Context: an optimization exercise on an open-source flow, tuned for a short achievable clock period and few clock cycles per item. The choices shown serve that exercise and are no tape-out recipe.
At most, simulation tests tie the RTL to the original design; equivalence was not proved.
The RTL of runs 2 to 5 was laid out without a check of its function.
In every run shown here, the design's own scripts or RTL, not TritonCTS, make the clock network.
The clock port is modelled as an ideal driver, which makes a skipped or thinned clock tree look cheaper than it is; a real chip needs a root buffer or a tree.
Power figures rest on the tool's default switching activity, not on a simulated workload.

--- flow/design.v ---
`default_nettype none
package pcie_ingress_pkg;
  localparam int BUF_ADDR_W = 11;
  localparam logic [4:0] TYPE_MWR = 5'b00000;
  localparam logic [4:0] TYPE_CPL = 5'b01010;
  localparam logic [1:0] M_HDR   = 2'd0;
  localparam logic [1:0] M_MWR   = 2'd1;
  localparam logic [1:0] M_CPL   = 2'd2;
  localparam logic [1:0] M_DRAIN = 2'd3;
endpackage
`default_nettype wire
`default_nettype none
module ingress_fifo (
  input  wire         clk,
  input  wire         rst,
  input  wire         i_push,
  input  wire [32:0]  i_beat,
  output logic        o_valid,
  output logic [31:0] o_data,
  output logic        o_last,
  output logic        o_credit_return
);
  always_ff @(posedge clk) begin
    if (rst) o_credit_return <= 1'b0;
    else     o_credit_return <= i_push;
  end
  always_ff @(posedge clk) begin
    o_valid <= i_push;
    o_data <= i_beat[32:1];
    o_last <= i_beat[0];
  end
endmodule
`default_nettype wire
`default_nettype none
module tlp_router (
  input  wire         clk,
  input  wire         rst,
  input  wire         i_valid,
  input  wire [31:0]  i_data,
  input  wire         i_last,
  output logic        o_ev,         
  output logic [31:0] o_data,       
  output logic [31:0] o_addr,       
  output logic        o_cpl_we,     
  output logic        o_cpl_first,
  output logic        o_cpl_last,
  output logic [7:0]  o_tag,
  output logic [11:0] o_byte_cnt,
  output logic [9:0]  o_dw_cnt,
  output logic [4:0]  o_lower_dw
);
  logic [1:0] mode;
  logic [1:0] hs;
  logic       first;
  logic       is4;
  logic       is_mwr;
  logic       is_cpld;
  logic       hdr_end;
  assign hdr_end = (hs == 2'd3) || (hs == 2'd2 && !is4);
  always_ff @(posedge clk) begin
    if (rst) begin
      mode        <= pcie_ingress_pkg::M_HDR;
      hs          <= 2'd0;
      first       <= 1'b0;
      o_ev        <= 1'b0;
      o_cpl_we    <= 1'b0;
      o_cpl_last  <= 1'b0;
    end else begin
      o_ev       <= i_valid && (mode == pcie_ingress_pkg::M_MWR) && first;
      o_cpl_we   <= i_valid && (mode == pcie_ingress_pkg::M_CPL);
      o_cpl_last <= i_valid && (mode == pcie_ingress_pkg::M_CPL) && i_last;
      if (i_valid) begin
        if (mode == pcie_ingress_pkg::M_HDR) begin
          if (i_last) begin
            hs <= 2'd0;
          end else if (hdr_end) begin
            hs    <= 2'd0;
            first <= 1'b1;
            mode  <= is_mwr  ? pcie_ingress_pkg::M_MWR :
                     is_cpld ? pcie_ingress_pkg::M_CPL : pcie_ingress_pkg::M_DRAIN;
          end else begin
            hs <= hs + 2'd1;
          end
        end else begin
          first <= 1'b0;
          if (i_last) mode <= pcie_ingress_pkg::M_HDR;
        end
      end
    end
  end
  always_ff @(posedge clk) begin
    o_data      <= i_data;
    o_cpl_first <= first;
    if (i_valid && mode == pcie_ingress_pkg::M_HDR) begin
      if (hs == 2'd0) begin
        is4      <= i_data[29];
        is_mwr   <= (i_data[28:24] == pcie_ingress_pkg::TYPE_MWR) && i_data[30];
        is_cpld  <= (i_data[28:24] == pcie_ingress_pkg::TYPE_CPL) && (i_data[30:29] == 2'b10);
        o_dw_cnt <= i_data[9:0];
      end
      if (hs == 2'd1) o_byte_cnt <= i_data[11:0];
      if (hs == 2'd2) begin
        o_tag      <= i_data[15:8];
        o_lower_dw <= i_data[6:2];
      end
      if (hs[1]) o_addr <= i_data;
    end
  end
endmodule
`default_nettype wire
`default_nettype none
module ctrl_reg_decoder (
  input  wire          clk,
  input  wire          rst,
  input  wire [31:0]   i_control_addr_base,
  input  wire          i_ev,
  input  wire [31:0]   i_data,
  input  wire [31:0]   i_addr,
  output logic [225:0] o_regs,
  output logic         o_reg_write_stb,
  output logic         o_update_buf_stb,
  output logic [38:0]  o_cmd
);
  logic [31:0] base_q;
  logic [29:0] nb;
  logic [8:0]  nbl;       
  always_ff @(posedge clk) begin
    base_q <= i_control_addr_base;
    nbl    <= {1'b0, ~base_q[9:2]} + 9'(base_q[1:0] == 2'b00);
  end
  assign nb = ~base_q[31:2];
  logic [29:0] a;
  logic [21:0] ux;
  logic [21:0] uo;
  logic [3:0]  s1_lo;
  logic        c1_lo;
  logic [4:0]  s1_hi0;
  logic [4:0]  s1_hi1;
  logic        k1;
  logic        t1;
  logic        x1;
  assign a  = i_addr[31:2];
  assign ux = a[29:8] ^ nb[29:8];
  assign uo = a[29:8] | nb[29:8];
  always_ff @(posedge clk) begin
    {c1_lo, s1_lo} <= {1'b0, a[3:0]} + {1'b0, nbl[3:0]};
    s1_hi0         <= {1'b0, a[7:4]} + {1'b0, nbl[7:4]};
    s1_hi1         <= {1'b0, a[7:4]} + {1'b0, nbl[7:4]} + 5'd1;
    k1             <= nbl[8];
    t1             <= &(~(ux[21:1] ^ uo[20:0]));
    x1             <= ux[0];
  end
  logic [4:0] s1_hi;
  logic [7:0] s1;
  logic       c1;
  logic       up_zero;
  logic       setup2;     
  logic       lowreg2;    
  logic       cmdwin2;    
  logic [3:0] s2;
  assign s1_hi   = c1_lo ? s1_hi1 : s1_hi0;
  assign s1      = {s1_hi[3:0], s1_lo};
  assign c1      = s1_hi[4] | k1;
  assign up_zero = t1 && (x1 == c1);
  always_ff @(posedge clk) begin
    setup2  <= up_zero && !s1[7];
    lowreg2 <= up_zero && (s1[7:3] == 5'd0);
    cmdwin2 <= up_zero && (s1[7:4] == 4'h8) && (s1[3:0] <= 4'd10);
    s2      <= s1[3:0];
  end
  logic        ev3;
  logic [31:0] data3;
  always_ff @(posedge clk) begin
    if (rst) ev3 <= 1'b0;
    else     ev3 <= i_ev;
    if (i_ev) data3 <= i_data;
  end
  logic        rws4;
  logic        ubs4;
  logic        cmd4;
  logic [7:0]  en4;
  logic [1:0]  ubv4;
  logic [2:0]  kind4;
  logic [1:0]  sel4;
  logic        fifo4;
  logic [31:0] data4;
  logic [2:0]  dkind;
  logic [1:0]  dsel;
  logic        dfifo;
  always_comb begin
    dkind = 3'd5;
    dsel  = 2'd0;
    dfifo = 1'b0;
    if (cmdwin2) begin
      case (s2)
        4'd0:    begin dkind = 3'd0; dsel = 2'd0; dfifo = 1'b0; end
        4'd1:    begin dkind = 3'd1; dsel = 2'd1; dfifo = 1'b0; end
        4'd2:    begin dkind = 3'd1; dsel = 2'd1; dfifo = 1'b1; end
        4'd3:    begin dkind = 3'd2; dsel = 2'd1; dfifo = 1'b0; end
        4'd4:    begin dkind = 3'd2; dsel = 2'd1; dfifo = 1'b1; end
        4'd5:    begin dkind = 3'd1; dsel = 2'd2; dfifo = 1'b0; end
        4'd6:    begin dkind = 3'd2; dsel = 2'd2; dfifo = 1'b0; end
        4'd7:    begin dkind = 3'd1; dsel = 2'd3; dfifo = 1'b0; end
        4'd8:    begin dkind = 3'd2; dsel = 2'd3; dfifo = 1'b0; end
        4'd9:    begin dkind = 3'd3; dsel = 2'd0; dfifo = 1'b0; end
        4'd10:   begin dkind = 3'd4; dsel = 2'd0; dfifo = 1'b0; end
        default: ;
      endcase
    end
  end
  always_ff @(posedge clk) begin
    if (rst) begin
      rws4 <= 1'b0;
      ubs4 <= 1'b0;
      cmd4 <= 1'b0;
      en4  <= 8'd0;
    end else begin
      rws4 <= ev3 && setup2;
      cmd4 <= ev3 && !setup2;
      ubs4 <= ev3 && (!setup2 || (lowreg2 && s2[2:0] == 3'd1));
      for (int k = 0; k < 8; k++) en4[k] <= ev3 && lowreg2 && (s2[2:0] == 3'(k));
    end
    ubv4  <= setup2 ? data3[1:0] : 2'b00;
    kind4 <= dkind;
    sel4  <= dsel;
    fifo4 <= dfifo;
    data4 <= data3;
  end
  logic        cmd_stb;
  logic [2:0]  cmd_kind;
  logic [1:0]  cmd_sel;
  logic        cmd_fifo;
  logic [31:0] cmd_data;
  always_ff @(posedge clk) begin
    if (rst) begin
      o_regs           <= '0;
      o_reg_write_stb  <= 1'b0;
      o_update_buf_stb <= 1'b0;
      cmd_stb          <= 1'b0;
    end else begin
      o_reg_write_stb  <= rws4;
      o_update_buf_stb <= ubs4;
      cmd_stb          <= cmd4;
      if (en4[0]) o_regs[225:194] <= data4;
      if (en4[2]) o_regs[193:162] <= data4;
      if (en4[3]) o_regs[161:130] <= data4;
      if (en4[4]) o_regs[129:98]  <= data4;
      if (en4[5]) o_regs[97:66]   <= data4;
      if (en4[6]) o_regs[65:34]   <= data4;
      if (en4[7]) o_regs[33:2]    <= data4;
      if (ubs4)   o_regs[1:0]     <= ubv4;
    end
  end
  always_ff @(posedge clk) begin
    cmd_kind <= kind4;
    cmd_sel  <= sel4;
    cmd_fifo <= fifo4;
    cmd_data <= data4;
  end
  assign o_cmd = {cmd_stb, cmd_kind, cmd_sel, cmd_fifo, cmd_data};
endmodule
`default_nettype wire
`default_nettype none
module cpl_buffer_writer (
  input  wire         clk,
  input  wire         rst,
  input  wire         i_we,
  input  wire         i_first,
  input  wire         i_last,
  input  wire [31:0]  i_data,
  input  wire [7:0]   i_tag,
  input  wire [11:0]  i_byte_cnt,
  input  wire [9:0]   i_dw_cnt,
  input  wire [4:0]   i_lower_dw,
  input  wire [10:0]  i_buf_offset,
  output logic [43:0] o_buf,
  output logic [30:0] o_cplt
);
  logic [10:0] off_q;
  logic [10:0] start;
  logic        we;
  logic [10:0] addr;
  logic [10:0] nxt;
  logic [31:0] data;
  logic        cplt_stb;
  logic [7:0]  tag;
  logic [11:0] byte_cnt;
  logic [9:0]  dw_cnt;
  always_ff @(posedge clk) begin
    off_q <= i_buf_offset;
    start <= off_q + 11'(i_lower_dw);
  end
  always_ff @(posedge clk) begin
    if (rst) begin
      we       <= 1'b0;
      cplt_stb <= 1'b0;
    end else begin
      we       <= i_we;
      cplt_stb <= i_we && i_last;
    end
  end
  always_ff @(posedge clk) begin
    data     <= i_data;
    tag      <= i_tag;
    byte_cnt <= i_byte_cnt;
    dw_cnt   <= i_dw_cnt;
    addr <= i_first ? start : nxt;
    if (i_we) nxt <= (i_first ? start : nxt) + 11'd1;
  end
  assign o_buf  = {we, addr, data};
  assign o_cplt = {cplt_stb, tag, byte_cnt, dw_cnt};
endmodule
`default_nettype wire
`default_nettype none
module pcie_ingress_top (
  input  wire                                    clk,
  input  wire                                    rst,
  input  wire                                    i_beat_valid,
  input  wire [32:0]                             i_beat,
  input  wire [31:0]                             i_control_addr_base,
  input  wire [pcie_ingress_pkg::BUF_ADDR_W-1:0] i_buf_offset,
  output logic                                   o_credit_return,
  output logic [225:0]                           o_regs,
  output logic                                   o_reg_write_stb,
  output logic                                   o_update_buf_stb,
  output logic [38:0]                            o_cmd,
  output logic [43:0]                            o_buf,
  output logic [30:0]                            o_cplt
);
  logic        b_valid;
  logic [31:0] b_data;
  logic        b_last;
  logic        ev;
  logic [31:0] r_data;
  logic [31:0] r_addr;
  logic        cpl_we;
  logic        cpl_first;
  logic        cpl_last;
  logic [7:0]  tag;
  logic [11:0] byte_cnt;
  logic [9:0]  dw_cnt;
  logic [4:0]  lower_dw;
  ingress_fifo u_fifo (
    .clk             (clk),
    .rst             (rst),
    .i_push          (i_beat_valid),
    .i_beat          (i_beat),
    .o_valid         (b_valid),
    .o_data          (b_data),
    .o_last          (b_last),
    .o_credit_return (o_credit_return)
  );
  tlp_router u_router (
    .clk         (clk),
    .rst         (rst),
    .i_valid     (b_valid),
    .i_data      (b_data),
    .i_last      (b_last),
    .o_ev        (ev),
    .o_data      (r_data),
    .o_addr      (r_addr),
    .o_cpl_we    (cpl_we),
    .o_cpl_first (cpl_first),
    .o_cpl_last  (cpl_last),
    .o_tag       (tag),
    .o_byte_cnt  (byte_cnt),
    .o_dw_cnt    (dw_cnt),
    .o_lower_dw  (lower_dw)
  );
  ctrl_reg_decoder u_reg_dec (
    .clk                 (clk),
    .rst                 (rst),
    .i_control_addr_base (i_control_addr_base),
    .i_ev                (ev),
    .i_data              (r_data),
    .i_addr              (r_addr),
    .o_regs              (o_regs),
    .o_reg_write_stb     (o_reg_write_stb),
    .o_update_buf_stb    (o_update_buf_stb),
    .o_cmd               (o_cmd)
  );
  cpl_buffer_writer u_cpl_wr (
    .clk          (clk),
    .rst          (rst),
    .i_we         (cpl_we),
    .i_first      (cpl_first),
    .i_last       (cpl_last),
    .i_data       (r_data),
    .i_tag        (tag),
    .i_byte_cnt   (byte_cnt),
    .i_dw_cnt     (dw_cnt),
    .i_lower_dw   (lower_dw),
    .i_buf_offset (i_buf_offset),
    .o_buf        (o_buf),
    .o_cplt       (o_cplt)
  );
endmodule
`default_nettype wire
--- flow/flow/run.sh ---
#!/bin/bash
# Standard layout, except that the clock tree built by the CTS step is replaced
# by a two-level balanced tree of clock inverters (flow/myct.tcl, run as the
# CTS step's post hook). Two inverter levels keep the clock's polarity.
set -euo pipefail
export MYCT_NL1=4
export MYCT_NLEAF=24
export MYCT_L1CELL=sky130_fd_sc_hd__clkinv_16
export MYCT_LEAFCELL=sky130_fd_sc_hd__clkinv_8
export POST_CTS_TCL="$PWD/flow/myct.tcl"
bash standard.sh finish > standard.log 2>&1
--- flow/flow/myct.tcl ---
# Rebuild the clock tree as two balanced levels of clock buffers or inverters
# (two inverter levels keep the clock's polarity).
# The clock port drives NL1 first-level cells; each of those drives a group of
# leaf cells, each leaf drives a cluster of flip-flops found by recursive
# bisection of their placed positions.

set ct_nl1   [expr {[info exists ::env(MYCT_NL1)] ? $::env(MYCT_NL1) : 4}]
set ct_nleaf [expr {[info exists ::env(MYCT_NLEAF)] ? $::env(MYCT_NLEAF) : 16}]
set ct_l1cell   [expr {[info exists ::env(MYCT_L1CELL)] ? $::env(MYCT_L1CELL) : "sky130_fd_sc_hd__clkbuf_16"}]
set ct_leafcell [expr {[info exists ::env(MYCT_LEAFCELL)] ? $::env(MYCT_LEAFCELL) : "sky130_fd_sc_hd__clkbuf_16"}]

set db    [ord::get_db]
set block [ord::get_db_block]
set clk   [$block findNet clk]

# collect the sinks behind the existing tree and the tree's buffers
set sinks {}
set bufs {}
set nets {}
set todo [list $clk]
while {[llength $todo]} {
  set net [lindex $todo 0]
  set todo [lrange $todo 1 end]
  foreach it [$net getITerms] {
    if {![$it isInputSignal]} { continue }
    set inst [$it getInst]
    set mname [[$inst getMaster] getName]
    if {[string match "*clkbuf*" $mname] || [string match "*clkinv*" $mname] || [string match "sky130_fd_sc_hd__buf_*" $mname] && [string match "clk*" [$inst getName]]} {
      lappend bufs $inst
      foreach o [$inst getITerms] {
        if {[$o isOutputSignal] && [$o getNet] ne "NULL"} {
          lappend nets [$o getNet]
          lappend todo [$o getNet]
        }
      }
    } else {
      lappend sinks $it
    }
  }
}
puts "myct: [llength $sinks] sinks, removing [llength $bufs] buffers"
# dummy loads the tree synthesis added for balance go with the tree
set ffs {}
set loads {}
foreach it $sinks {
  set inst [$it getInst]
  set mname [[$inst getMaster] getName]
  if {[string match "clkload*" [$inst getName]]} {
    lappend loads $inst
  } elseif {[string match "*df*" $mname]} {
    lappend ffs $it
  } else {
    error "myct: unexpected clock sink $mname [$inst getName]"
  }
}
set sinks $ffs
puts "myct: [llength $sinks] flip-flops, removing [llength $loads] dummy loads"
foreach it $sinks { $it disconnect }
foreach l $loads { odb::dbInst_destroy $l }
foreach b $bufs { odb::dbInst_destroy $b }
foreach n $nets { odb::dbNet_destroy $n }

proc outpin {inst} {
  foreach it [$inst getITerms] {
    if {[$it isOutputSignal]} { return $it }
  }
  error "myct: no output on [$inst getName]"
}

proc sink_xy {it} {
  set bb [[$it getInst] getBBox]
  return [list [expr {([$bb xMin] + [$bb xMax]) / 2}] [expr {([$bb yMin] + [$bb yMax]) / 2}]]
}

# split items (list of {x y payload}) into n groups of near equal size
proc bisect {items n} {
  if {$n <= 1} { return [list $items] }
  set xs {}; set ys {}
  foreach i $items { lappend xs [lindex $i 0]; lappend ys [lindex $i 1] }
  set w [expr {[tcl::mathfunc::max {*}$xs] - [tcl::mathfunc::min {*}$xs]}]
  set h [expr {[tcl::mathfunc::max {*}$ys] - [tcl::mathfunc::min {*}$ys]}]
  set k [expr {$w >= $h ? 0 : 1}]
  set sorted [lsort -integer -index $k $items]
  set n1 [expr {$n / 2}]
  set cut [expr {int(round(double([llength $sorted]) * $n1 / $n))}]
  return [concat [bisect [lrange $sorted 0 [expr {$cut - 1}]] $n1] \
                 [bisect [lrange $sorted $cut end] [expr {$n - $n1}]]]
}

proc centroid {items} {
  set sx 0; set sy 0
  foreach i $items { incr sx [lindex $i 0]; incr sy [lindex $i 1] }
  set n [llength $items]
  return [list [expr {$sx / $n}] [expr {$sy / $n}]]
}

proc place_at {inst xy} {
  set m [$inst getMaster]
  set x [expr {[lindex $xy 0] - [$m getWidth] / 2}]
  set y [expr {[lindex $xy 1] - [$m getHeight] / 2}]
  $inst setLocation $x $y
  $inst setPlacementStatus PLACED
}

set items {}
foreach it $sinks { lappend items [concat [sink_xy $it] [list $it]] }

set l1m   [$db findMaster $ct_l1cell]
set leafm [$db findMaster $ct_leafcell]
set per_l1 [expr {$ct_nleaf / $ct_nl1}]

set gi 0
set li 0
foreach grp [bisect $items $ct_nl1] {
  set l1 [odb::dbInst_create $block $l1m "myct_l1_$gi"]
  set l1net [odb::dbNet_create $block "myct_l1net_$gi"]
  $l1net setSigType CLOCK
  [$l1 findITerm A] connect $clk
  [outpin $l1] connect $l1net
  set leafxy {}
  foreach cl [bisect $grp $per_l1] {
    set lf [odb::dbInst_create $block $leafm "myct_leaf_$li"]
    set lfnet [odb::dbNet_create $block "myct_leafnet_$li"]
    $lfnet setSigType CLOCK
    [$lf findITerm A] connect $l1net
    [outpin $lf] connect $lfnet
    foreach i $cl { [lindex $i 2] connect $lfnet }
    set c [centroid $cl]
    place_at $lf $c
    lappend leafxy $c
    incr li
  }
  place_at $l1 [centroid $leafxy]
  incr gi
}
puts "myct: built $gi first-level and $li leaf buffers"

detailed_placement
estimate_parasitics -placement
report_clock_skew
report_clock_min_period
repair_timing_helper
detailed_placement
check_placement -verbose
report_clock_skew
report_worst_slack -max
report_worst_slack -min
report_clock_latency
report_check_types -max_slew -max_capacitance -violators
--- flow/standard.sh ---
#!/bin/bash
# synth_recipe.tcl (not shown) runs the flow's synth.tcl, then flattens the netlist and writes it again
# the make line also repeats each setting of config.mk as NAME=value (left out here)
make -C /OpenROAD-flow-scripts/flow DESIGN_CONFIG=/design/flow/config.mk WORK_HOME=/design/flow/orfs CLKGATE_MAP_FILE= SYNTH_SCRIPT=/design/flow/synth_recipe.tcl "${@:-finish}"
--- flow/config.mk ---
export PLATFORM = sky130hd
export DESIGN_NAME = pcie_ingress_top
export DESIGN_NICKNAME = pcie_ingress_top
export VERILOG_FILES = /design/flow/design.v
export SDC_FILE = /design/flow/constraint.sdc
export NUM_CORES = 4
export LEC_CHECK = 0
export CAP_MARGIN = 20
export CORE_AREA = 5 5 225 225
export CTS_CLUSTER_DIAMETER = 60
export CTS_CLUSTER_SIZE = 30
export DIE_AREA = 0 0 230 230
export SETUP_SLACK_MARGIN = 3.3
export SLEW_MARGIN = 20
--- flow/constraint.sdc ---
create_clock -name core_clock -period 5.0 [get_ports {clk}]
set_input_delay 1.0000 -clock core_clock [delete_from_list [all_inputs] [get_ports {clk}]]
set_output_delay 1.0000 -clock core_clock [all_outputs]
set_load 0.01 [all_outputs]
==> results.yml, run 1 <==
global_route:
  grt_pass1_wl_um: 76700
  grt_pass1_vias: 12300
  track_usage: 0.187
  grt_max_degree: 82
  antenna_found_initial: 0
  grt_overflow: 0
synth:
  muxShareOfSynthArea: 0.119
  synth-edff-count: 111
  synth_top_cell_by_area: "dfxtp_1"
  ys_seq_area_frac: 0.715
  yosys_warnings: 4
  synth_top_family_by_area: "multiplexers"
  ys_types: 53
  syn-num-nets: 1621
  synthXorXnorAreaFrac: 0.0225
  async_reset_ff_frac: 0
  synthDominantCellAreaShare: 0.551
  synth.avg_cell_area_um2: 13.6
  ys_top_cells_by_area: "dfxtp_1 55%, edfxtp_1 16%, mux2i_1 12%"
  yosys.area_share.adder: 0.0314
  synth_compound_area_frac: 0.0150
  netlist_area_um2: 20300
  synth_seq_cells: 668
  yosys.area_share.simple: 0.0738
  synthFlopType: "dfxtp_1"
  synth_cells: 1493
power_and_ir_drop:
  power_density_nw_per_um2: 296
  p_leak_nw: 10.4
  swShare: 0.242
  comb_power_share: 0.039
  p_clk_frac: 0.249
  power_frac_seq: 0.712
  power.internal_mw: 6.02
  power_mw: 7.94
  p_switching_mw: 1.92
  vdd_drop_max_mv: 0.244
timing:
  tightest_slew_ps: 1120
  hold_viol_final: 0
  setup_slack_ps: 3260
  slew_violations: 0
  slew_headroom: 0.254
  rsz0062_at_grt: "yes"
  clock.fmax_mhz: 574
  fin_setup_tns_ps: 0
  fin_skew_ps: 13.5
  min_period_ps: 1740
  fin_crit_sh: 0.348
  setup_viol: 0
die:
  fp.coreArea_um2: 47800
  rows: 80
  chipHeight_um: 230
  die_w_um: 230
  start_util: 0.423
  dieArea_um2: 52900
  ios: 422
finish:
  nNetsFinal: 2068
  area_growth_pct: 32.2
  layout.cells.non_filler: 2553
  final.fill_count: 4000
  final_common_cell: "dfxtp_2"
  layout_common_cells: "311 x dfxtp_2, 310 x buf_6, 244 x dfxtp_1, 238 x nor2_1, 231 x mux2i_1"
  drive_gt1_frac: 0.408
  num_antenna_cells: 0
  final_cell_area_um2: 26800
critical_path:
  cp_data_required_time_ps: 5160
  cp_max_fo: 3
  r2r_start: "u_router.o_addr[6]"
  reg2reg_depth: 8
  worstPathArrival_ps: 1900
  r2r-end: "u_reg_dec.s1_hi1[4]"
  critPathLaunchType: "flip-flop"
  reg2reg_slack_ps: 3260
  critical_path_class: "reg2reg"
  end_kind: "flip-flop"
detailed_routing:
  vias: 12000
  drt-total-wl_um: 51700
  initialDrtViolationCount: 592
  ant_nets: 0
  viasPerCell: 4.69
  avgRoutedWirePerCell_um: 20.2
  drc: 0
  firstDrtPassIters: 4
cts:
  clock-sinks: 668
  clkLatencyLatePin_ps: 230
  clk_pin_slew_ps: 100
hold_path:
  hold_path_depth: 0
  whs_endpoint: "u_reg_dec.cmd_kind[0]"
  hp-start: "u_reg_dec.kind4[0]"
  hold_path_class: "reg2reg"
job:
  drv_cap: 0
placement:
  place_congestion: 0.763
  dpl_worst_slack_ps: 2480
  dp.cells: 2473
  hpwl_um: 35800
  io_buffers: 421
  dpl-instance-area_um2: 25000
run_status:
  status: "finished clean"
flip-flops by register name (all words and copies together) (netlist names), 12 cells and up:
| signal | count |
|---|---|
| u_cpl_wr.byte_cnt | 12 |
| u_cpl_wr.data | 32 |
| u_fifo.o_data | 32 |
| u_reg_dec.base_q | 32 |
| u_reg_dec.cmd_data | 32 |
| u_reg_dec.data3 | 32 |
| u_reg_dec.data4 | 32 |
| u_reg_dec.o_regs | 226 |
| u_router.o_addr | 30 |
| u_router.o_byte_cnt | 12 |
| u_router.o_data | 32 |
per-stage QoR:
step                       util  hold WS, ps
after floorplan               -          310
after global placement    0.523          316
after detailed placement  0.523          314
after global routing      0.560          336
final                     0.560          330
per-layer routing:
| metal | track usage | wire length, um | vias up |
|---|---|---|---|
| met3 | 0.0390 | 2560 | 48 |
| met1 | 0.250 | 23100 | 5807 |
| met2 | 0.314 | 24800 | 290 |
| met5 | 0 | 0 | - |
| li1 | - | - | 5831 |
| met4 | 0.0420 | 1140 | 0 |
cells by family (layout without fill, tap and decap cells):
kind of cell	count (synthesis)	in the layout
AO/OA/AOI/OAI	45	45
AND/OR/NAND/NOR	333	336
multiplexers	240	240
buffers and inverters	106	548
adder cells (fa/ha/maj)	49	49
flip-flops	668	668
XOR/XNOR	52	52
worst max-delay path, cell delays in order (launching register included):
cell      delay, ps
edfxtp_1        400
ha_2            200
inv_2            50
fa_1            420
inv_2            90
ha_4            140
nand3_2          60
mux2i_1         170
xor2_1          140
area by class of cell:
cell class	instances	area, um2	share of cell area
Inverter	70	668	0.0249
Multi-Input combinational cell	722	5500	0.205
Sequential cell	668	14900	0.556
Tap cell	615	769	0.0287
Timing Repair Buffer	478	4960	0.185
worst max path at each step:
stage	slack [ps]	depth (start not counted)	to	start
final	3260	8	u_reg_dec.s1_hi1[4]	u_router.o_addr[6]
after detailed placement	2480	3	u_reg_dec.o_regs[33]	rst
after global routing	3190	8	u_reg_dec.s1_hi1[4]	u_router.o_addr[6]
after floorplan	3200	9	u_cpl_wr.nxt[10]	u_router.o_cpl_first
after global placement	2490	3	u_reg_dec.o_regs[104]	rst
synthesized netlist by cell type (3+ instances only):
cell type and instances:
dfxtp_1 557, nor2_1 240, mux2i_1 233, edfxtp_1 111, ha_1 46, inv_1 42, xnor2_1 36, clkbuf_1 34
buf_2 24, and2_1 17, xor2_1 16, a21oi_1 13, nand2_1 11, nand3_1 11, nor2b_1 11, a21o_1 8
nor3_1 7, o21ai_0 7, a211oi_1 6, nand2b_1 6, mux2_2 5, nand4_1 5, nor4_1 5, buf_4 4
nor3b_1 4, fa_1 3
power groups by stage:
stage	Clock (mW)	Combinational [mW]	Sequential [mW]
finish	1.98	0.307	5.65
global route	2.25	0.338	5.67
detailed placement	0	0.288	5.77
global placement	0	0.286	5.77
floorplan	0	0.143	5.75
Testbench counts, summed over its fixed seeds: cycles 18,144, items 2,400.
==> run 2, diff against run 1 <==
--- a/flow/design.v
+++ b/flow/design.v
@@ -133,46 +133,62 @@
   logic [21:0] ux;
   logic [21:0] uo;
-  logic [3:0]  s1_lo;
-  logic        c1_lo;
-  logic [4:0]  s1_hi0;
-  logic [4:0]  s1_hi1;
+  logic [21:1] ue;
+  logic [7:0]  g1;
+  logic [7:0]  p1;
   logic        k1;
-  logic        t1;
+  logic [2:0]  t1;
   logic        x1;
   assign a  = i_addr[31:2];
   assign ux = a[29:8] ^ nb[29:8];
   assign uo = a[29:8] | nb[29:8];
+  assign ue = ~(ux[21:1] ^ uo[20:0]);
   always_ff @(posedge clk) begin
-    {c1_lo, s1_lo} <= {1'b0, a[3:0]} + {1'b0, nbl[3:0]};
-    s1_hi0         <= {1'b0, a[7:4]} + {1'b0, nbl[7:4]};
-    s1_hi1         <= {1'b0, a[7:4]} + {1'b0, nbl[7:4]} + 5'd1;
-    k1             <= nbl[8];
-    t1             <= &(~(ux[21:1] ^ uo[20:0]));
-    x1             <= ux[0];
-  end
-  logic [4:0] s1_hi;
-  logic [7:0] s1;
-  logic       c1;
+    g1 <= a[7:0] & nbl[7:0];
+    p1 <= a[7:0] ^ nbl[7:0];
+    k1 <= nbl[8];
+    t1 <= {&ue[21:15], &ue[14:8], &ue[7:1]};
+    x1 <= ux[0];
+  end
+  logic [8:0] cy;
+  logic [7:0] s2;
+  logic       c2;
+  logic [2:0] t2;
+  logic       x2;
+  always_comb begin
+    cy[0] = 1'b0;
+    for (int i = 0; i < 8; i++) cy[i + 1] = g1[i] | (p1[i] & cy[i]);
+  end
+  always_ff @(posedge clk) begin
+    s2 <= p1 ^ cy[7:0];
+    c2 <= cy[8] | k1;
+    t2 <= t1;
+    x2 <= x1;
+  end
   logic       up_zero;
-  logic       setup2;     
-  logic       lowreg2;    
-  logic       cmdwin2;    
-  logic [3:0] s2;
-  assign s1_hi   = c1_lo ? s1_hi1 : s1_hi0;
-  assign s1      = {s1_hi[3:0], s1_lo};
-  assign c1      = s1_hi[4] | k1;
-  assign up_zero = t1 && (x1 == c1);
-  always_ff @(posedge clk) begin
-    setup2  <= up_zero && !s1[7];
-    lowreg2 <= up_zero && (s1[7:3] == 5'd0);
-    cmdwin2 <= up_zero && (s1[7:4] == 4'h8) && (s1[3:0] <= 4'd10);
-    s2      <= s1[3:0];
+  logic       setup3;     
+  logic       lowreg3;    
+  logic       cmdwin3;    
+  logic [3:0] s3;
+  assign up_zero = (&t2) && (x2 == c2);
+  always_ff @(posedge clk) begin
+    setup3  <= up_zero && !s2[7];
+    lowreg3 <= up_zero && (s2[7:3] == 5'd0);
+    cmdwin3 <= up_zero && (s2[7:4] == 4'h8) && (s2[3:0] <= 4'd10);
+    s3      <= s2[3:0];
   end
   logic        ev3;
+  logic        ev3b;
   logic [31:0] data3;
+  logic [31:0] data3b;
   always_ff @(posedge clk) begin
-    if (rst) ev3 <= 1'b0;
-    else     ev3 <= i_ev;
+    if (rst) begin
+      ev3  <= 1'b0;
+      ev3b <= 1'b0;
+    end else begin
+      ev3  <= i_ev;
+      ev3b <= ev3;
+    end
     if (i_ev) data3 <= i_data;
+    data3b <= data3;
   end
   logic        rws4;
@@ -192,6 +208,6 @@
     dsel  = 2'd0;
     dfifo = 1'b0;
-    if (cmdwin2) begin
-      case (s2)
+    if (cmdwin3) begin
+      case (s3)
         4'd0:    begin dkind = 3'd0; dsel = 2'd0; dfifo = 1'b0; end
         4'd1:    begin dkind = 3'd1; dsel = 2'd1; dfifo = 1'b0; end
@@ -216,14 +232,14 @@
       en4  <= 8'd0;
     end else begin
-      rws4 <= ev3 && setup2;
-      cmd4 <= ev3 && !setup2;
-      ubs4 <= ev3 && (!setup2 || (lowreg2 && s2[2:0] == 3'd1));
-      for (int k = 0; k < 8; k++) en4[k] <= ev3 && lowreg2 && (s2[2:0] == 3'(k));
+      rws4 <= ev3b && setup3;
+      cmd4 <= ev3b && !setup3;
+      ubs4 <= ev3b && (!setup3 || (lowreg3 && s3[2:0] == 3'd1));
+      for (int k = 0; k < 8; k++) en4[k] <= ev3b && lowreg3 && (s3[2:0] == 3'(k));
     end
-    ubv4  <= setup2 ? data3[1:0] : 2'b00;
+    ubv4  <= setup3 ? data3b[1:0] : 2'b00;
     kind4 <= dkind;
     sel4  <= dsel;
     fifo4 <= dfifo;
-    data4 <= data3;
+    data4 <= data3b;
   end
   logic        cmd_stb;
@@ -278,5 +294,9 @@
 );
   logic [10:0] off_q;
+  logic [5:0]  off_hi1;
+  logic [5:0]  lo;
+  logic [5:0]  lo1;
   logic [10:0] start;
+  logic [10:0] start1;
   logic        we;
   logic [10:0] addr;
@@ -287,7 +307,11 @@
   logic [11:0] byte_cnt;
   logic [9:0]  dw_cnt;
+  assign lo  = {1'b0, off_q[4:0]} + {1'b0, i_lower_dw};
+  assign lo1 = {1'b0, off_q[4:0]} + {1'b0, i_lower_dw} + 6'd1;
   always_ff @(posedge clk) begin
-    off_q <= i_buf_offset;
-    start <= off_q + 11'(i_lower_dw);
+    off_q   <= i_buf_offset;
+    off_hi1 <= off_q[10:5] + 6'd1;
+    start   <= {lo[5] ? off_hi1 : off_q[10:5], lo[4:0]};
+    start1  <= {lo1[5] ? off_hi1 : off_q[10:5], lo1[4:0]};
   end
   always_ff @(posedge clk) begin
@@ -306,5 +330,5 @@
     dw_cnt   <= i_dw_cnt;
     addr <= i_first ? start : nxt;
-    if (i_we) nxt <= (i_first ? start : nxt) + 11'd1;
+    if (i_we) nxt <= i_first ? start1 : nxt + 11'd1;
   end
   assign o_buf  = {we, addr, data};
==> run 2 against run 1 <==
Net effect:
- sequential share of layout area rose by 1.1 points
- highest routed layer is now met5
- largest power group unchanged
- sequential power rose by 9.9%
- die area did not move
- combinational power rose by 24%
- clock power rose by 5%
- area after synthesis rose by 7.7%
- first-iteration DRC count rose by 1.4%
- largest cell class unchanged
==> results.yml, run 2 <==
finish:
  drive_gt1_frac: 0.401
  largest_reg_flops: 226
  top_register: "u_reg_dec.o_regs"
  final_common_cell: "dfxtp_2"
  layout_common_cells: "323 x dfxtp_2, 321 x buf_6, 298 x dfxtp_1, 241 x nor2_1, 227 x mux2i_1"
  final_core_util: 0.598
  nNetsFinal: 2186
  area_growth_pct: 31.1
synth:
  synth_cells: 1608
  synthFlopType: "dfxtp_1"
  synth.most_common_cell: "dfxtp_1"
  synth_top_cell_by_area: "dfxtp_1"
  ys_types: 50
  async_reset_ff_frac: 0
  netlist_area_um2: 21800
  ys_seq_area_frac: 0.725
  synth.avg_cell_area_um2: 13.6
  yosys_warnings: 4
  synthDominantCellAreaShare: 0.572
  synth_commonest_cells: "623 x dfxtp_1, 244 x nor2_1, 227 x mux2i_1, 111 x edfxtp_1, 54 x ha_1"
  synth-edff-count: 111
  synth_seq_cells: 734
  ys_top_cells_by_area: "dfxtp_1 57%, edfxtp_1 15%, mux2i_1 10%"
  syn-num-nets: 1742
power_and_ir_drop:
  vdd_drop_max_mv: 0.296
  power_mw: 8.66
  power_density_nw_per_um2: 303
  p_leak_nw: 11.1
critical_path:
  end_kind: "flip-flop"
  reg2reg_slack_ps: 1810
  critPathLaunchType: "flip-flop"
  worstPathArrival_ps: 3300
  crit_end: "u_reg_dec.c2"
  r2r-end: "u_reg_dec.c2"
  crit_start: "u_reg_dec.p1[1]"
  cp_max_fo: 1
  cp_data_required_time_ps: 5110
  critical_path_class: "reg2reg"
  r2r_start: "u_reg_dec.p1[1]"
  reg2reg_depth: 14
global_route:
  grt_max_degree: 71
  grt_overflow: 0
  grt_pass1_wl_um: 80800
  grt_pass1_vias: 12700
  antenna_found_initial: 4
  track_usage: 0.197
detailed_routing:
  viasPerCell: 4.75
  drc: 0
  ant_nets: 0
  avgRoutedWirePerCell_um: 20.4
  initialDrtViolationCount: 600
  firstDrtPassIters: 5
  vias: 12700
  drt-total-wl_um: 54400
timing:
  tightest_slew_ps: 910
  rsz0062_at_grt: "yes"
  clock.fmax_mhz: 314
  slew_headroom: 0.393
  fin_setup_tns_ps: 0
  min_period_ps: 3190
  hold_viol_final: 0
  setup_viol: 0
  setup_slack_ps: 1810
  slew_violations: 0
  fin_skew_ps: 19.1
  fin_crit_sh: 0.638
die:
  dieArea_um2: 52900
  rows: 80
  ios: 422
  die_w_um: 230
  start_util: 0.456
  fp.coreArea_um2: 47800
  chipHeight_um: 230
cts:
  clock-sinks: 734
  clk_pin_slew_ps: 100
  clkLatencyLatePin_ps: 230
run_status:
  status: "finished clean"
job:
  drv_cap: 0
hold_path:
  hold_path_class: "reg2reg"
placement:
  hpwl_um: 37200
  io_buffers: 421
  place_congestion: 0.798
  dpl_worst_slack_ps: 1690
==> run 2: changes by cell type in the layout (fill, tap and decap cells not counted), sizes merged, moves of 9 or more <==
cell / previous run / this run
o21ai: 7 / 21
nand2: 11 / 27
xnor2: 36 / 25
dfxtp: 557 / 623
o21a: 1 / 10
==> run 2: worst min path at each step <==
| stage | startpoint | end | slack, ps | depth (start not counted) |
|---|---|---|---|---|
| floorplan | u_reg_dec.fifo4 | u_reg_dec.cmd_fifo | 310 | 0 |
| global placement | u_reg_dec.data3b[24] | u_reg_dec.data4[24] | 310 | 0 |
| detailed placement | u_reg_dec.kind4[1] | u_reg_dec.cmd_kind[1] | 310 | 0 |
| global route | u_reg_dec.data3b[24] | u_reg_dec.data4[24] | 340 | 0 |
| finish | u_reg_dec.kind4[2] | u_reg_dec.cmd_kind[2] | 330 | 0 |
==> run 2: cell type report <==
class                      count  area, um2
tap                          615        769
timing repair buffer         476       5010
sequential                   734      16200
multi-input combinational    770       5930
inverter                      70        673
fill                        3852      19200
antenna                        1       2.50
==> run 2: cells by family (layout without fill, tap and decap cells) <==
family | count (synthesis) | count (layout) | share of synthesized area
AO/OA/AOI/OAI | 64 | 64 | 0.0204
XOR/XNOR | 49 | 49 | 0.0204
adder cells (fa/ha/maj) | 55 | 55 | 0.0319
buffers and inverters | 110 | 546 | 0.0216
flip-flops | 734 | 734 | 0.725
multiplexers | 239 | 239 | 0.110
other | 0 | 1 | 0
AND/OR/NAND/NOR | 357 | 363 | 0.0709
==> run 2: power breakdown <==
| part | switching, mW | internal, mW | leakage (nW) |
|---|---|---|---|
| clock network | 1.80 | 0.275 | 0.211 |
| registers | 0.0826 | 6.13 | 6.28 |
| logic | 0.178 | 0.202 | 4.61 |
| total | 2.06 | 6.60 | 11.1 |
==> run 2: metal layers <==
metal,routed length (um),global-route usage,part of all wire,vias to the layer above
met4,1900,0.0723,0.035,2
met3,2960,0.0391,0.054,84
li1,-,-,-,6229
met2,26000,0.326,0.48,366
met1,23500,0.260,0.43,5975
met5,13,0,0.00024,-
==> run 2: critical path, stage by stage, from the launching register on <==
cell and delay, ps:
dfxtp_2 350, ha_4 150, or2_4 230, ha_4 150
or2_4 230, ha_4 150, or2_4 230, ha_4 150
or2_4 230, ha_4 150, or2_4 230, ha_4 150
or2_4 230, ha_4 150, or3_1 290
==> run 2: per-stage QoR <==
step / instances / area [um2] / hold WS (ps)
2_1_floorplan: 1608 / 22000 / 310
3_3_place_gp: 2584 / 26700 / 310
3_5_place_dp: 2584 / 26700 / 312
5_1_grt: 2666 / 28600 / 343
6_report: 2666 / 28600 / 334
==> run 3, diff against run 2 <==
--- a/flow/config.mk
+++ b/flow/config.mk
@@ -11,4 +11,4 @@
 export CTS_CLUSTER_SIZE = 30
 export DIE_AREA = 0 0 230 230
-export SETUP_SLACK_MARGIN = 3.3
+export SETUP_SLACK_MARGIN = 3.5
 export SLEW_MARGIN = 20
==> run 3 against run 2 <==
Net effect:
- cell count increased by 1.1%
- largest power group unchanged
- clock skew decreased by 2.9 ps
- sequential cell count unchanged
- wire length about the same
- synthesized cell count unchanged
- first-iteration DRC count increased by 13%
- still clean
- combinational power increased by 9.7%
==> results.yml, run 3 <==
timing:
  rsz0062_at_grt: "yes"
  clock.fmax_mhz: 316
  tightest_slew_ps: 879
  fin_crit_sh: 0.633
  setup_viol: 0
  hold_viol_final: 0
  fin_setup_tns_ps: 0
  fin_skew_ps: 16.2
  slew_violations: 0
  hold_slack_ps: 331
  slew_headroom: 0.414
  min_period_ps: 3170
synth:
  ys_top_cells_by_area: "dfxtp_1 57%, edfxtp_1 15%, mux2i_1 10%"
  synth_commonest_cells: "623 x dfxtp_1, 244 x nor2_1, 227 x mux2i_1, 111 x edfxtp_1, 54 x ha_1"
  synthFlopType: "dfxtp_1"
  yosys_warnings: 4
  synth-edff-count: 111
  ys_seq_area_frac: 0.725
  synth_top_cell_by_area: "dfxtp_1"
  netlist_area_um2: 21800
  syn-num-nets: 1742
  async_reset_ff_frac: 0
  ys_types: 50
  synth_seq_cells: 734
  synth_cells: 1608
  synth.most_common_cell: "dfxtp_1"
  synthDominantCellAreaShare: 0.572
  synth.avg_cell_area_um2: 13.6
critical_path:
  worstPathArrival_ps: 3280
  r2r_start: "u_reg_dec.p1[1]"
  critPathLaunchType: "flip-flop"
  reg2reg_depth: 14
  r2r-end: "u_reg_dec.c2"
  reg2reg_slack_ps: 1830
  critical_path_class: "reg2reg"
  crit_start: "u_reg_dec.p1[1]"
  crit_end: "u_reg_dec.c2"
  end_kind: "flip-flop"
  cp_data_required_time_ps: 5110
  cp_max_fo: 1
finish:
  top_register: "u_reg_dec.o_regs"
  layout.cells.non_filler: 2694
  nNetsFinal: 2214
  final_common_cell: "buf_6"
  largest_reg_flops: 226
  drive_gt1_frac: 0.423
  area_growth_pct: 33.6
  layout_common_cells: "324 x buf_6, 320 x dfxtp_2, 299 x dfxtp_1, 241 x nor2_1, 227 x mux2i_1"
die:
  ios: 422
  chipHeight_um: 230
  fp.coreArea_um2: 47800
  start_util: 0.456
  rows: 80
  dieArea_um2: 52900
  die_w_um: 230
global_route:
  antenna_found_initial: 0
  grt_overflow: 0
  grt_max_degree: 49
  grt_pass1_vias: 12500
  grt_pass1_wl_um: 81200
  track_usage: 0.198
placement:
  place_congestion: 0.814
  hpwl_um: 37000
  io_buffers: 421
  dp.cells: 2586
cts:
  clk_pin_slew_ps: 110
  clock-sinks: 734
  clkLatencyLatePin_ps: 230
power_and_ir_drop:
  power_density_nw_per_um2: 299
  p_leak_nw: 11.2
  vdd_drop_max_mv: 0.273
job:
  drv_cap: 0
detailed_routing:
  firstDrtPassIters: 4
  drt-total-wl_um: 54400
  viasPerCell: 4.70
  drc: 0
  initialDrtViolationCount: 676
  ant_nets: 0
  vias: 12700
  avgRoutedWirePerCell_um: 20.2
run_status:
  status: "finished clean"
hold_path:
  hold_path_class: "reg2reg"
==> run 3: cell counts after synthesis <==
No cell type changed its count.
==> run 3: layer usage <==
layer | global-route usage | wire length (um)
met5 | 0 | 0
met4 | 0.0461 | 1370
met3 | 0.0498 | 3290
met2 | 0.327 | 25700
met1 | 0.266 | 24100
==> run 3: how the worst min path moves through the flow <==
stage,start,to,slack (ps),depth (start not counted)
global route,u_reg_dec.data3b[23],u_reg_dec.data4[23],340,0
global placement,u_reg_dec.data3b[26],u_reg_dec.data4[26],310,0
finish,u_reg_dec.data3b[3],u_reg_dec.data4[3],330,0
floorplan,u_reg_dec.fifo4,u_reg_dec.cmd_fifo,310,0
detailed placement,u_reg_dec.data3b[14],u_reg_dec.data4[14],310,0
==> run 3: through the flow <==
| step | area, um2 | power, mW | utilization | setup slack, ps |
|---|---|---|---|---|
| global placement | 26800 | 6.66 | 0.560 | 1730 |
| finish | 29100 | 8.71 | 0.609 | 1830 |
| global route | 29100 | 9.08 | 0.609 | 1750 |
| detailed placement | 26800 | 6.67 | 0.560 | 1710 |
| floorplan | 22300 | 6.51 | - | 1780 |
==> run 3: logic make-up after synthesis <==
logic type	share of synthesized area
compound gates	0.0204
simple gates	0.0709
xor+xnor	0.0204
mux	0.110
fa+ha+maj	0.0319
buf+inv	0.0216
flops	0.725
==> run 3: final cells by class <==
type | instances | area [um2]
timing repair buffer | 506 | 5330
tap | 615 | 769
sequential | 734 | 16200
inverter | 70 | 676
fill | 3830 | 18700
antenna | 1 | 2.50
multi-input combinational | 768 | 6140
==> run 3: critical path, cell delays in order (launching register included) <==
cell     delay, ps
dfxtp_2        330
ha_2           160
or2_4          230
ha_4           150
or2_4          230
ha_4           150
or2_4          230
ha_4           150
or2_4          230
ha_4           150
or2_4          230
ha_4           150
or2_4          230
ha_4           150
or3_1          290
==> run 3: where the power goes <==
group / switching (mW) / total (mW) / internal [mW]
clock: 1.81 / 2.08 / 0.276
combinational: 0.192 / 0.417 / 0.226
sequential: 0.0844 / 6.21 / 6.12
==> run 4, diff against run 3 <==
--- a/flow/design.v
+++ b/flow/design.v
@@ -155,7 +155,18 @@
   logic [2:0] t2;
   logic       x2;
+  logic [7:0] gk1, pk1, gk2, pk2, gk3;
   always_comb begin
-    cy[0] = 1'b0;
-    for (int i = 0; i < 8; i++) cy[i + 1] = g1[i] | (p1[i] & cy[i]);
+    for (int i = 0; i < 8; i++) begin
+      gk1[i] = (i >= 1) ? g1[i]  | (p1[i]  & g1[i - 1])  : g1[i];
+      pk1[i] = (i >= 1) ? p1[i]  & p1[i - 1]             : p1[i];
+    end
+    for (int i = 0; i < 8; i++) begin
+      gk2[i] = (i >= 2) ? gk1[i] | (pk1[i] & gk1[i - 2]) : gk1[i];
+      pk2[i] = (i >= 2) ? pk1[i] & pk1[i - 2]            : pk1[i];
+    end
+    for (int i = 0; i < 8; i++) begin
+      gk3[i] = (i >= 4) ? gk2[i] | (pk2[i] & gk2[i - 4]) : gk2[i];
+    end
+    cy = {gk3, 1'b0};
   end
   always_ff @(posedge clk) begin
@@ -302,4 +313,6 @@
   logic [10:0] addr;
   logic [10:0] nxt;
+  logic [10:0] nxt_inc;
+  logic [10:0] nxt_ones;     
   logic [31:0] data;
   logic        cplt_stb;
@@ -324,4 +337,8 @@
     end
   end
+  always_comb begin
+    for (int i = 0; i < 11; i++) nxt_ones[i] = &(nxt | ~11'((1 << i) - 1));
+    nxt_inc = nxt ^ nxt_ones;
+  end
   always_ff @(posedge clk) begin
     data     <= i_data;
@@ -330,5 +347,5 @@
     dw_cnt   <= i_dw_cnt;
     addr <= i_first ? start : nxt;
-    if (i_we) nxt <= i_first ? start1 : nxt + 11'd1;
+    if (i_we) nxt <= i_first ? start1 : nxt_inc;
   end
   assign o_buf  = {we, addr, data};
--- a/flow/config.mk
+++ b/flow/config.mk
@@ -11,4 +11,4 @@
 export CTS_CLUSTER_SIZE = 30
 export DIE_AREA = 0 0 230 230
-export SETUP_SLACK_MARGIN = 3.5
+export SETUP_SLACK_MARGIN = 3.3
 export SLEW_MARGIN = 20
==> run 4 against run 3 <==
Net effect:
- global-route usage is 0.72 points lower
- combinational power decreased by about 20%
- still clean on timing, DRC and antenna
- cell count fell by 3.1%
- sequential share of layout area is 2.1 points higher
- total power is 0.86% lower
- critical endpoint is now u_cpl_wr.start1[9]
- largest power group unchanged
==> results.yml, run 4 <==
cts:
  clock-sinks: 734
  clk_pin_slew_ps: 110
  clkLatencyLatePin_ps: 230
critical_path:
  end_kind: "flip-flop"
  r2r-end: "u_cpl_wr.start1[9]"
  reg2reg_slack_ps: 2680
  r2r_start: "u_router.o_lower_dw[0]"
  cp_max_fo: 6
  worstPathArrival_ps: 2440
  critPathLaunchType: "flip-flop"
  reg2reg_depth: 10
  cp_data_required_time_ps: 5120
  critical_path_class: "reg2reg"
detailed_routing:
  initialDrtViolationCount: 722
  viasPerCell: 4.68
  avgRoutedWirePerCell_um: 20.1
  ant_nets: 0
  drc: 0
  firstDrtPassIters: 5
  vias: 12200
  drt-total-wl_um: 52400
die:
  dieArea_um2: 52900
  chipHeight_um: 230
  start_util: 0.448
  die_w_um: 230
  rows: 80
  fp.coreArea_um2: 47800
  ios: 422
hold_path:
  hp-start: "u_reg_dec.data3b[31]"
  whs_endpoint: "u_reg_dec.data4[31]"
  hold_path_class: "reg2reg"
  hold_path_depth: 0
timing:
  hold_slack_ps: 328
  fin_skew_ps: 14.7
  min_period_ps: 2320
  clock.fmax_mhz: 432
  slew_headroom: 0.361
  rsz0062_at_grt: "yes"
  fin_crit_sh: 0.463
  setup_slack_ps: 2680
  setup_viol: 0
  fin_setup_tns_ps: 0
  hold_viol_final: 0
  slew_violations: 0
  tightest_slew_ps: 958
synth:
  yosys_warnings: 4
  synth.most_common_cell: "dfxtp_1"
  synthDominantCellAreaShare: 0.582
  synth_top_cell_by_area: "dfxtp_1"
  synth-edff-count: 111
  synth.avg_cell_area_um2: 13.9
  ys_seq_area_frac: 0.738
  synth_cells: 1544
  synth_commonest_cells: "623 x dfxtp_1, 253 x nor2_1, 227 x mux2i_1, 111 x edfxtp_1, 47 x ha_1"
  ys_types: 44
  async_reset_ff_frac: 0
  synth_seq_cells: 734
  ys_top_cells_by_area: "dfxtp_1 58%, edfxtp_1 16%, mux2i_1 11%"
  netlist_area_um2: 21400
  synthFlopType: "dfxtp_1"
  syn-num-nets: 1671
placement:
  hpwl_um: 36000
  place_congestion: 0.783
  io_buffers: 421
  dpl-instance-area_um2: 26300
  dpl_worst_slack_ps: 2470
power_and_ir_drop:
  power_density_nw_per_um2: 308
  p_leak_nw: 11.0
  vdd_drop_max_mv: 0.286
finish:
  area_growth_pct: 30.9
  layout_common_cells: "319 x dfxtp_2, 313 x buf_6, 303 x dfxtp_1, 251 x nor2_1, 227 x mux2i_1"
  nNetsFinal: 2121
  drive_gt1_frac: 0.400
  largest_reg_flops: 226
  top_register: "u_reg_dec.o_regs"
  final_cell_area_um2: 28000
  final_common_cell: "dfxtp_2"
global_route:
  track_usage: 0.191
  grt_max_degree: 72
  grt_pass1_vias: 12200
  antenna_found_initial: 9
  grt_overflow: 0
  grt_pass1_wl_um: 78000
run_status:
  status: "finished clean"
job:
  drv_cap: 0
[run 4: cell count changes in the layout (fill, tap and decap cells not counted), sizes merged, moves of 5 or more]
cell | previous run | this run
nor2 | 247 | 254
o211ai | 5 | 0
o2111ai | 6 | 0
ha | 54 | 47
o21a | 10 | 1
mux2 | 12 | 23
nand3 | 10 | 4
o21ai | 21 | 10
and2 | 19 | 14
o311ai | 5 | 0
or2 | 7 | 0
nand2 | 27 | 17
buf | 427 | 403
[run 4: per-layer routing]
layer  up-vias  global-route usage  share of wire
li1       5989                   -              -
met1      5881               0.256           0.44
met2       286               0.318           0.48
met3        54              0.0476          0.059
met4         8              0.0402          0.019
met5         -                   0         0.0011
[run 4: metrics by stage]
| stage | instances | total power, mW | util |
|---|---|---|---|
| after floorplan | 1544 | 6.47 | - |
| after global placement | 2525 | 6.64 | 0.549 |
| after detailed placement | 2525 | 6.65 | 0.549 |
| after global routing | 2609 | 8.99 | 0.586 |
| final | 2611 | 8.63 | 0.586 |
[run 4: logic make-up (layout without fill, tap and decap cells)]
| logic type | Yosys count | in the layout | synth area share |
|---|---|---|---|
| AO/OA/AOI/OAI | 31 | 31 | 0.00923 |
| XOR/XNOR | 46 | 46 | 0.0204 |
| adder cells (fa/ha/maj) | 48 | 48 | 0.0284 |
| buffers and inverters | 101 | 548 | 0.0193 |
| flip-flops | 734 | 734 | 0.738 |
| multiplexers | 250 | 250 | 0.118 |
| other | 0 | 4 | 0 |
| AND/OR/NAND/NOR | 334 | 335 | 0.0664 |
[run 4: how the worst max path moves through the flow]
stage,from,to,depth (start not counted)
global route,u_router.o_lower_dw[0],u_cpl_wr.start1[8],10
global placement,rst,u_reg_dec.o_regs[52],3
floorplan,u_router.o_lower_dw[0],u_cpl_wr.start1[10],9
finish,u_router.o_lower_dw[0],u_cpl_wr.start1[9],10
detailed placement,rst,u_reg_dec.o_regs[180],3
[run 4: cell type report]
cell class / instances / area, um2
Timing Repair Buffer: 482 / 5070
Tap cell: 615 / 769
Inverter: 66 / 653
Sequential cell: 734 / 16200
Fill cell: 3902 / 19800
Multi-Input combinational cell: 710 / 5330
Antenna cell: 4 / 10.0
[run 4: where the power goes]
| part | internal, mW | switching (mW) | total (mW) |
|---|---|---|---|
| Clock | 0.276 | 1.82 | 2.09 |
| Combinational | 0.183 | 0.150 | 0.333 |
| Sequential | 6.13 | 0.0797 | 6.21 |
[run 4: worst max-delay path, cell delays in order, from the launching register on]
cell      delay (ps)
edfxtp_1         360
ha_2             190
inv_2             40
fa_2             330
nand2b_4         160
a21oi_4          180
xor2_4           210
nand4_4          140
xnor2_4          180
buf_12           140
mux2_4           290
==> run 5, diff against run 4 <==
--- a/flow/config.mk
+++ b/flow/config.mk
@@ -11,4 +11,4 @@
 export CTS_CLUSTER_SIZE = 30
 export DIE_AREA = 0 0 230 230
-export SETUP_SLACK_MARGIN = 3.3
+export SETUP_SLACK_MARGIN = 3.5
 export SLEW_MARGIN = 20
==> run 5 against run 4 <==
Net effect:
- worst setup slack better by 3.8 ps
- maximum frequency is 0.16% higher
- critical path type unchanged
- first-iteration DRC count down 26%
- wire length grew 0.63%
- clock skew grew 4.3 ps
- highest routed layer unchanged
- clock power about the same
- combinational power grew 8.1%
- core utilization increased by 0.21 points
- sequential share of layout area decreased by 0.16 points
- still clean
- die area did not move
==> results.yml, run 5 <==
run_status:
  status: "finished clean"
detailed_routing:
  firstDrtPassIters: 4
  ant_nets: 0
  viasPerCell: 4.65
  drc: 0
  drt-total-wl_um: 52700
  vias: 12100
  initialDrtViolationCount: 532
  avgRoutedWirePerCell_um: 20.3
power_and_ir_drop:
  p_switching_mw: 2.04
  power_density_nw_per_um2: 307
  comb_power_share: 0.042
  p_clk_frac: 0.239
  p_leak_nw: 10.9
  swShare: 0.236
  power.internal_mw: 6.60
  power_frac_seq: 0.719
  vdd_drop_max_mv: 0.263
finish:
  final.fill_count: 3894
  final_cell_area_um2: 28100
  largest_reg_flops: 226
  drive_gt1_frac: 0.410
  final_common_cell: "dfxtp_2"
  top_register: "u_reg_dec.o_regs"
  nNetsFinal: 2113
  layout_common_cells: "319 x dfxtp_2, 314 x buf_6, 299 x dfxtp_1, 250 x nor2_1, 227 x mux2i_1"
  multiInputGateArea_um2: 5460
  area_growth_pct: 31.4
  regArea_um2: 16200
timing:
  clock.fmax_mhz: 433
  hold_slack_ps: 332
  tightest_slew_ps: 910
  fin_setup_tns_ps: 0
  fin_skew_ps: 18.9
  slew_violations: 0
  slew_headroom: 0.393
  setup_viol: 0
  setup_slack_ps: 2690
  min_period_ps: 2310
  rsz0062_at_grt: "yes"
  hold_viol_final: 0
  fin_crit_sh: 0.462
placement:
  hpwl_um: 36200
  dpl_worst_slack_ps: 2340
  place_congestion: 0.805
  dpl-instance-area_um2: 26300
  io_buffers: 421
critical_path:
  critical_path_class: "reg2reg"
  critPathLaunchType: "flip-flop"
  end_kind: "flip-flop"
  cp_max_fo: 6
  worstPathArrival_ps: 2440
  cp_data_required_time_ps: 5130
synth:
  ys_seq_area_frac: 0.738
  netlist_area_um2: 21400
  synth_top_cell_by_area: "dfxtp_1"
  ys_types: 44
  synth-edff-count: 111
  synth_commonest_cells: "623 x dfxtp_1, 253 x nor2_1, 227 x mux2i_1, 111 x edfxtp_1, 47 x ha_1"
  syn-num-nets: 1671
  synth.most_common_cell: "dfxtp_1"
  synth_seq_cells: 734
  synth_cells: 1544
  synthDominantCellAreaShare: 0.582
  async_reset_ff_frac: 0
  synth.avg_cell_area_um2: 13.9
  synthFlopType: "dfxtp_1"
  yosys_warnings: 4
  ys_top_cells_by_area: "dfxtp_1 58%, edfxtp_1 16%, mux2i_1 11%"
global_route:
  grt_overflow: 0
  grt_pass1_vias: 12400
  track_usage: 0.192
  grt_pass1_wl_um: 78400
  antenna_found_initial: 6
  grt_max_degree: 59
die:
  rows: 80
  fp.coreArea_um2: 47800
  chipHeight_um: 230
  start_util: 0.448
  die_w_um: 230
  ios: 422
  dieArea_um2: 52900
cts:
  clk_pin_slew_ps: 110
  clock-sinks: 734
  clkLatencyLatePin_ps: 240
hold_path:
  hold_path_class: "reg2reg"
job:
  drv_cap: 0
-- run 5: cell types whose count changed in the layout (fill, tap and decap cells not counted), sizes merged --
cell / change
buf: -10
diode: -1
clkbuf: +4
bufbuf: -2
-- run 5: layout make-up --
class / count / share of cell area
tap: 615 / 0.0273
sequential: 734 / 0.577
timing repair buffer: 474 / 0.179
antenna: 3 / 0.000267
multi-input combinational: 710 / 0.194
inverter: 66 / 0.0232
-- run 5: layer usage --
metal	GRT usage	part of all wire	routed length (um)	up-vias
li1	-	-	-	5968
met4	0.0542	0.025	1300	4
met2	0.326	0.48	25400	308
met3	0.0412	0.056	2960	60
met1	0.250	0.44	23000	5770
met5	0	0.00064	34	-
-- run 5: power groups by stage --
stage | Clock [mW] | Combinational [mW] | Sequential (mW)
2_1_floorplan | 0 | 0.181 | 6.31
3_3_place_gp | 0 | 0.311 | 6.34
3_5_place_dp | 0 | 0.314 | 6.34
5_1_grt | 2.37 | 0.392 | 6.23
6_report | 2.07 | 0.360 | 6.21
-- run 5: path summary, 6_finish.rpt --
check,slack [ps],end,cells past startpoint,startpoint
min,330,u_reg_dec.cmd_kind[2],0,u_reg_dec.kind4[2]
max,2690,u_cpl_wr.start1[9],10,u_router.o_lower_dw[0]
max reg2reg,2690,u_cpl_wr.start1[9],10,u_router.o_lower_dw[0]
min reg2reg,330,u_reg_dec.cmd_kind[2],0,u_reg_dec.kind4[2]
-- run 5: logic make-up (layout without fill, tap and decap cells) --
family | Yosys count | in the layout | synth area share
muxes | 250 | 250 | 0.118
xor gates and xnor gates | 46 | 46 | 0.0204
DFF | 734 | 734 | 0.738
buffers and inverters | 101 | 540 | 0.0193
AOI/OAI and AO/OA | 31 | 31 | 0.00923
other | 0 | 3 | 0
adders and majority gates | 48 | 48 | 0.0284
and+or+nand+nor | 334 | 335 | 0.0664
-- run 5: critical path, cell delays in order, from the launching register on --
cell and delay, ps:
edfxtp_1 340, ha_2 180, inv_2 40, fa_2 350, nand2b_4 150, a21oi_4 130
xor2_2 220, nand4_4 150, xnor2_4 190, buf_12 150, mux2_4 290
-- run 5: per-stage QoR --
stage / power (mW) / cells / util
2_1_floorplan: 6.49 / 1544 / -
3_3_place_gp: 6.65 / 2526 / 0.550
3_5_place_dp: 6.65 / 2526 / 0.550
5_1_grt: 9.00 / 2601 / 0.588
6_report: 8.64 / 2602 / 0.588

[port drivers added, routing unchanged]
In the flow no input, the clock included, has a driving cell. The finished layouts below were timed again as built, in two steps.
Step 1 assumes that a clkbuf_16 drives the clock port and a buf_2 every other input.
Step 2 times the ports against the registers' clock, not the clock port: input delays grow and output delays shrink by t, the midpoint of the rising clock arrivals with the driver on.
Slacks: ideal ports / drivers / drivers and shift; pairs: ideal ports / drivers.
run	t, ns	setup WS [ns]	worst setup path after step 2	worst data-port slew with drivers (ns)	cell pins on the clock port's net
run 1	0.465	3.258 / 3.034 / 2.966	input to register	0.18	4
run 2	0.473	1.811 / 1.810 / 1.810	register to register	0.20	4
run 3	0.468	1.834 / 1.833 / 1.833	register to register	0.20	4
run 4	0.470	2.684 / 2.681 / 2.681	register to register	0.25	4
run 5	0.466	2.688 / 2.687 / 2.687	register to register	0.27	4
After both steps setup and hold are still met in every run listed. For run 1, which loses most, drivers alone change the setup slack by -0.224 ns; drivers and shift together by -0.292 ns.
